This design comes from an exercise in tuning for small area, a short achievable clock period and few clock cycles per item on the open sky130 flow, not from production work. RTL that was checked went through simulation tests only; none was proved equivalent to the original. No activity file was given, so power comes from the tool's default toggle rates.

05-27:
==> flow/design.v <==
`default_nettype none
package lkvc_pkg;
  localparam int MAX_ENTRIES_DEF = 16;
  localparam int KEY_W = 32;
  localparam int VAL_W = 32;
  localparam int CAP_W = 5;
  localparam logic [CAP_W-1:0] CAP_RESET = 5'd16;
  localparam logic OP_GET = 1'b0;
  localparam logic OP_PUT = 1'b1;
  localparam logic [VAL_W-1:0] MISS_VALUE = 32'hFFFF_FFFF;
  localparam logic [VAL_W-1:0] PUT_VALUE = 32'h0000_0000;
endpackage
`default_nettype wire
`default_nettype none
import lkvc_pkg::*;
module lru_key_value_cache #(
  parameter int MAX_ENTRIES = MAX_ENTRIES_DEF
) (
  input  wire                     clk,
  input  wire                     rst_n,
  input  wire                     start,
  output logic                    busy,
  input  wire                     in_opcode,
  input  wire  signed [KEY_W-1:0] in_key,
  input  wire  signed [VAL_W-1:0] in_value,
  output logic                    out_strobe,
  output logic                    out_hit,
  output logic signed [VAL_W-1:0] out_read_value,
  input  wire                     cfg_we,
  input  wire         [CAP_W-1:0] cfg_wdata
);
  localparam int N = MAX_ENTRIES;
  logic [CAP_W-1:0] cap_r;
  logic [N-1:0]     valid_r;      
  logic             full_r;
  logic             s1_vld_r;
  logic             s1_op_r;
  logic [KEY_W-1:0] s1_key_r;
  logic [VAL_W-1:0] s1_val_r;
  logic [N-1:0]     s1_eq_r;      
  logic             s1_same_r;    
  logic [N-1:0]     wr_prev_r;    
  logic             s2_vld_r;
  logic             s2_op_r;
  logic [KEY_W-1:0] s2_key_r;
  logic [VAL_W-1:0] s2_val_r;
  logic [N-1:0]     s2_match_r;   
  logic             s2_found_r;   
  logic [KEY_W-1:0] key_r [N];
  logic [VAL_W-1:0] val_r [N];
  logic             newer_r [N][N];
  logic             res_vld_r;
  logic             res_hit_r;
  logic [VAL_W-1:0] res_val_r;
  assign busy = 1'b0;
  logic [N-1:0]     cap_sel;
  logic [VAL_W-1:0] rd_val;
  always_comb begin
    for (int i = 0; i < N; i++) begin
      cap_sel[i] = (cap_r == CAP_W'(i + 1)) || (i == 0 && cap_r == '0) ||
                   (i == N - 1 && cap_r > CAP_W'(N));
    end
    rd_val = '0;
    for (int i = 0; i < N; i++) begin
      rd_val = rd_val | (val_r[i] & {VAL_W{s2_match_r[i]}});
    end
  end
  logic [N-1:0] victim_r;       
  logic [N-1:0] valid, free, miss_slot, slot, upd, wr;
  logic         s2_put, s2_wrote, s2_putmiss, do_ins;
  always_comb begin
    valid = valid_r;
    for (int i = 0; i < N; i++) begin
      free[i] = !valid_r[i] && ((i == 0) ? 1'b1 : valid_r[i-1]);
    end
    miss_slot = full_r ? victim_r : free;
    s2_put     = s2_op_r == OP_PUT;
    s2_wrote   = s2_vld_r && s2_put;
    s2_putmiss = s2_wrote && !s2_found_r;
    do_ins     = s2_putmiss && !full_r;
    slot = s2_found_r ? s2_match_r : miss_slot;
    upd  = slot & {N{s2_vld_r && (s2_found_r || s2_put)}};
    wr   = slot & {N{s2_wrote}};
  end
  logic [N-1:0] valid_nxt, second, victim_nxt;
  logic         newer_nxt [N][N];
  logic         full_nxt, victim_used;
  always_comb begin
    for (int i = 0; i < N; i++) begin
      for (int j = i + 1; j < N; j++) begin
        newer_nxt[i][j] = upd[i] || (newer_r[i][j] && !upd[j]);
      end
    end
    valid_nxt = do_ins ? {valid_r[N-2:0], 1'b1} : valid_r;
    full_nxt  = |(valid_nxt & cap_sel);
    for (int i = 0; i < N; i++) begin
      logic v;
      v = valid_r[i] && !victim_r[i];
      for (int j = 0; j < N; j++) begin
        if (j < i) begin
          v = v && (newer_r[j][i] || victim_r[j]);
        end else if (j > i) begin
          v = v && (!valid_r[j] || !newer_r[i][j] || victim_r[j]);
        end
      end
      second[i] = v;
    end
    victim_used = |(upd & victim_r);
    if (victim_used) begin
      victim_nxt = second | (victim_r & {N{!valid_r[1]}});
    end else begin
      victim_nxt = victim_r | (upd & {N{!valid_r[0]}});
    end
  end
  logic [N-1:0] s0_eq;
  logic         s0_same;
  always_comb begin
    for (int i = 0; i < N; i++) begin
      s0_eq[i] = key_r[i] == in_key;
    end
    s0_same = in_key == s2_key_r;
  end
  logic [N-1:0] s1_eq, s1_keep, s1_match, s1_match_fix;
  logic         s1_same, s1_found, s1_fwd;
  always_comb begin
    s1_eq = (s1_eq_r & ~wr_prev_r) | (wr_prev_r & {N{s1_same_r}});
    for (int i = 0; i < N; i++) begin
      s1_keep[i] = valid[i] && !(s2_putmiss && miss_slot[i]);
    end
    s1_match = s1_eq & s1_keep;
    s1_same  = (s1_key_r == s2_key_r);
    s1_fwd   = s2_wrote && s1_same;
    s1_found = s1_fwd || (|s1_match);
    s1_match_fix = s1_fwd ? slot : s1_match;
  end
  always_ff @(posedge clk) begin
    if (!rst_n) begin
      s1_vld_r  <= 1'b0;
      s2_vld_r  <= 1'b0;
      res_vld_r <= 1'b0;
      cap_r     <= CAP_RESET;
      valid_r   <= '0;
      full_r    <= 1'b0;
      victim_r  <= '0;
    end else begin
      s1_vld_r  <= start;
      s2_vld_r  <= s1_vld_r;
      res_vld_r <= s2_vld_r;
      if (cfg_we) begin
        cap_r <= cfg_wdata;
      end
      valid_r <= valid_nxt;
      full_r <= full_nxt;
      victim_r <= victim_nxt;
    end
  end
  always_ff @(posedge clk) begin
    s1_op_r    <= in_opcode;
    s1_key_r   <= in_key;
    s1_val_r   <= in_value;
    s1_eq_r    <= s0_eq;
    s1_same_r  <= s0_same;
    wr_prev_r  <= wr;
    s2_op_r    <= s1_op_r;
    s2_key_r   <= s1_key_r;
    s2_val_r   <= s1_val_r;
    s2_match_r <= s1_match_fix;
    s2_found_r <= s1_found;
    for (int i = 0; i < N; i++) begin
      if (wr[i]) begin
        val_r[i] <= s2_val_r;
      end
      if (wr[i] && !s2_found_r) begin
        key_r[i] <= s2_key_r;
      end
      for (int j = i + 1; j < N; j++) begin
        newer_r[i][j] <= newer_nxt[i][j];
      end
    end
    res_hit_r <= s2_found_r;
    if (s2_put) begin
      res_val_r <= PUT_VALUE;
    end else if (s2_found_r) begin
      res_val_r <= rd_val;
    end else begin
      res_val_r <= MISS_VALUE;
    end
  end
  assign out_strobe     = res_vld_r;
  assign out_hit        = res_hit_r;
  assign out_read_value = res_val_r;
endmodule
`default_nettype wire
==> flow/config.mk <==
export PLATFORM = sky130hd
export DESIGN_NAME = lru_key_value_cache
export DESIGN_NICKNAME = lru_key_value_cache
export VERILOG_FILES = /design/flow/design.v
export SDC_FILE = /design/flow/constraint.sdc
export NUM_CORES = 4
export LEC_CHECK = 0
export CAP_MARGIN = 20
export CORE_MARGIN = 2
export CORE_UTILIZATION = 60
export CTS_CLUSTER_DIAMETER = 60
export CTS_CLUSTER_SIZE = 24
export PLACE_DENSITY = 0.72
export SETUP_SLACK_MARGIN = 4.0
export SLEW_MARGIN = 20
==> flow/constraint.sdc <==
create_clock -name core_clock -period 6.5 [get_ports {clk}]
set_input_delay 1.3000 -clock core_clock [delete_from_list [all_inputs] [get_ports {clk}]]
set_output_delay 1.3000 -clock core_clock [all_outputs]
set_load 0.01 [all_outputs]
standard.sh (not shown) runs the stock make flow with config.mk's settings and CLKGATE_MAP_FILE= SYNTH_SCRIPT=/design/flow/synth_recipe.tcl, a recipe that flattens the netlist after the stock synthesis.
==> flow/flow/run.sh <==
#!/bin/bash
# Standard layout, with clock tree synthesis told not to add dummy loads and
# the port buffers started from the smallest buffer.
set -euo pipefail
export CTS_ARGS="-sink_clustering_enable -repair_clock_nets -dont_use_dummy_load -sink_clustering_size 24 -sink_clustering_max_diameter 60"
export BUFFER_PORTS_ARGS="-buffer_cell sky130_fd_sc_hd__buf_1"
bash standard.sh > standard.log 2>&1
Testbench counts of 05-27, summed over its fixed seeds: cycles 16,048, items 16,000.
Setup changes, 05-27 to 03-20
--- a/flow/design.v
+++ b/flow/design.v
@@ -46,4 +46,5 @@
   logic [VAL_W-1:0] s2_val_r;
   logic [N-1:0]     s2_match_r;   
+  logic [N-1:0]     s2_rd_r;      
   logic             s2_found_r;   
   logic [KEY_W-1:0] key_r [N];
@@ -63,5 +64,5 @@
     rd_val = '0;
     for (int i = 0; i < N; i++) begin
-      rd_val = rd_val | (val_r[i] & {VAL_W{s2_match_r[i]}});
+      rd_val = rd_val | (val_r[i] & {VAL_W{s2_rd_r[i]}});
     end
   end
@@ -166,4 +167,5 @@
     s2_val_r   <= s1_val_r;
     s2_match_r <= s1_match_fix;
+    s2_rd_r    <= s1_match_fix & {N{s1_op_r == OP_GET}};
     s2_found_r <= s1_found;
     for (int i = 0; i < N; i++) begin
[summary]
- Compare 05-27 and 03-20 | initial antenna violation count higher: 05-27
- Per the comparison of 03-20 with 05-27, worst setup slack now sits lower; number of cells on the critical path now sits higher.
- Across both runs, number of clock buffers in the layout was lower for 03-20 than for 05-27.
- 03-20 vs 05-27 — cell area climbed slightly
- Delta(fraction of the mapped netlist area in compound gates, 03-20 - 05-27) < 0
- Highest metal layer used by the detailed router: met4 -> 05-27, met5 -> 03-20
- Slowest stage cell on the critical path = sky130_fd_sc_hd__dfxtp_2: 05-27; slowest stage cell on the critical path = sky130_fd_sc_hd__or3_1: 03-20
- When the final numbers for 05-27 and 03-20 were put side by side, the clock power turned out to be smaller in 03-20.
- On synthesized area divided by synthesized cell count: between 05-27 and 03-20, it ends up higher for 03-20.
- Area after detailed placement, 03-20 vs 05-27: up slightly
The RTL of 03-20 was laid out without a check of its function.

========
Starts from the design.v that is shown in full above.
export LEC_CHECK = 0
export CAP_MARGIN = 20
export CORE_MARGIN = 2
export CORE_UTILIZATION = 60
export CTS_CLUSTER_DIAMETER = 45
export CTS_CLUSTER_SIZE = 16
export PLACE_DENSITY = 0.72
export SETUP_SLACK_MARGIN = 4.0
export SLEW_MARGIN = 20
create_clock -name core_clock -period 6.5 [get_ports {clk}]
==> flow/flow/run.sh <==
#!/bin/bash
# Standard layout, with clock tree synthesis told not to add dummy loads and
# the port buffers started from the smallest buffer.
set -euo pipefail
export CTS_ARGS="-sink_clustering_enable -repair_clock_nets -dont_use_dummy_load -sink_clustering_size 16 -sink_clustering_max_diameter 45 -buf_list sky130_fd_sc_hd__clkbuf_8 -root_buf sky130_fd_sc_hd__clkbuf_16"
export BUFFER_PORTS_ARGS="-buffer_cell sky130_fd_sc_hd__buf_1"
bash standard.sh > standard.log 2>&1
Testbench counts at the start, summed over its fixed seeds: cycles 16,048, items 16,000.
Then changed:
--- a/flow/design.v
+++ b/flow/design.v
@@ -45,6 +45,7 @@
   logic [KEY_W-1:0] s2_key_r;
   logic [VAL_W-1:0] s2_val_r;
   logic [N-1:0]     s2_match_r;   
+  logic [N-1:0]     s2_rd_r;      
   logic             s2_found_r;   
   logic [KEY_W-1:0] key_r [N];
   logic [VAL_W-1:0] val_r [N];
@@ -62,18 +63,16 @@
     end
     rd_val = '0;
     for (int i = 0; i < N; i++) begin
-      rd_val = rd_val | (val_r[i] & {VAL_W{s2_match_r[i]}});
+      rd_val = rd_val | (val_r[i] & {VAL_W{s2_rd_r[i]}});
     end
   end
   logic [N-1:0] victim_r;       
-  logic [N-1:0] valid, free, miss_slot, slot, upd, wr;
+  logic [N-1:0] free_r;         
+  logic [N-1:0] valid, miss_slot, slot, upd, wr;
   logic         s2_put, s2_wrote, s2_putmiss, do_ins;
   always_comb begin
     valid = valid_r;
-    for (int i = 0; i < N; i++) begin
-      free[i] = !valid_r[i] && ((i == 0) ? 1'b1 : valid_r[i-1]);
-    end
-    miss_slot = full_r ? victim_r : free;
+    miss_slot = full_r ? victim_r : free_r;
     s2_put     = s2_op_r == OP_PUT;
     s2_wrote   = s2_vld_r && s2_put;
     s2_putmiss = s2_wrote && !s2_found_r;
@@ -140,6 +139,7 @@
       res_vld_r <= 1'b0;
       cap_r     <= CAP_RESET;
       valid_r   <= '0;
+      free_r    <= N'(1);
       full_r    <= 1'b0;
       victim_r  <= '0;
     end else begin
@@ -150,6 +150,9 @@
         cap_r <= cfg_wdata;
       end
       valid_r <= valid_nxt;
+      if (do_ins) begin
+        free_r <= {free_r[N-2:0], 1'b0};
+      end
       full_r <= full_nxt;
       victim_r <= victim_nxt;
     end
@@ -165,6 +168,7 @@
     s2_key_r   <= s1_key_r;
     s2_val_r   <= s1_val_r;
     s2_match_r <= s1_match_fix;
+    s2_rd_r    <= s1_match_fix & {N{s1_op_r == OP_GET}};
     s2_found_r <= s1_found;
     for (int i = 0; i < N; i++) begin
       if (wr[i]) begin
The new run produced a clean layout.
Combinational power goes down by 9.5%.
Routed wire length goes down by 1.6%.
Cell area goes up by 0.47%.
Clock-buffer cell count does not change.
Worst hold slack is better by 0.021 ns.
Only the layout flow was run in the second run of this note; the RTL was not checked for function there.

[separate check: timing with driven ports]
No port has a modelled driver above. Below, the same layouts with a new extraction and two added sets of constraints.
Step 1 sets driving cells, clkbuf_16 on the clock port and buf_2 on the other inputs (assumed; they add their load-dependent delay and slew).
Step 2 moves the port delays by t, midway between the first and last clock arrival at a register: inputs arrive t later, outputs are due t later. That takes back most of the time a late clock gives input paths.
a / b / c = ideal / step 1 / step 2; a / b = the first two.
run	t (ns)	setup WS [ns]	worst setup path at the end	slew at the worst register clock pin (ns)	worst slew at a driven data input, ns
05-27	0.708	3.966 / 3.962 / 3.362	input to register	0.10 / 0.10	0.04
03-20	0.723	3.898 / 3.898 / 3.334	input to register	0.09 / 0.09	0.04
the first run of note 2	0.755	3.980 / 3.909 / 3.291	input to register	0.10 / 0.10	0.04
the second run of note 2	0.760	3.933 / 3.899 / 3.249	input to register	0.10 / 0.10	0.04
After both steps every run listed still meets setup and hold. The setup slack of the first run of note 2, which loses most, moves by -0.071 ns with the drivers and by -0.689 ns with both steps.
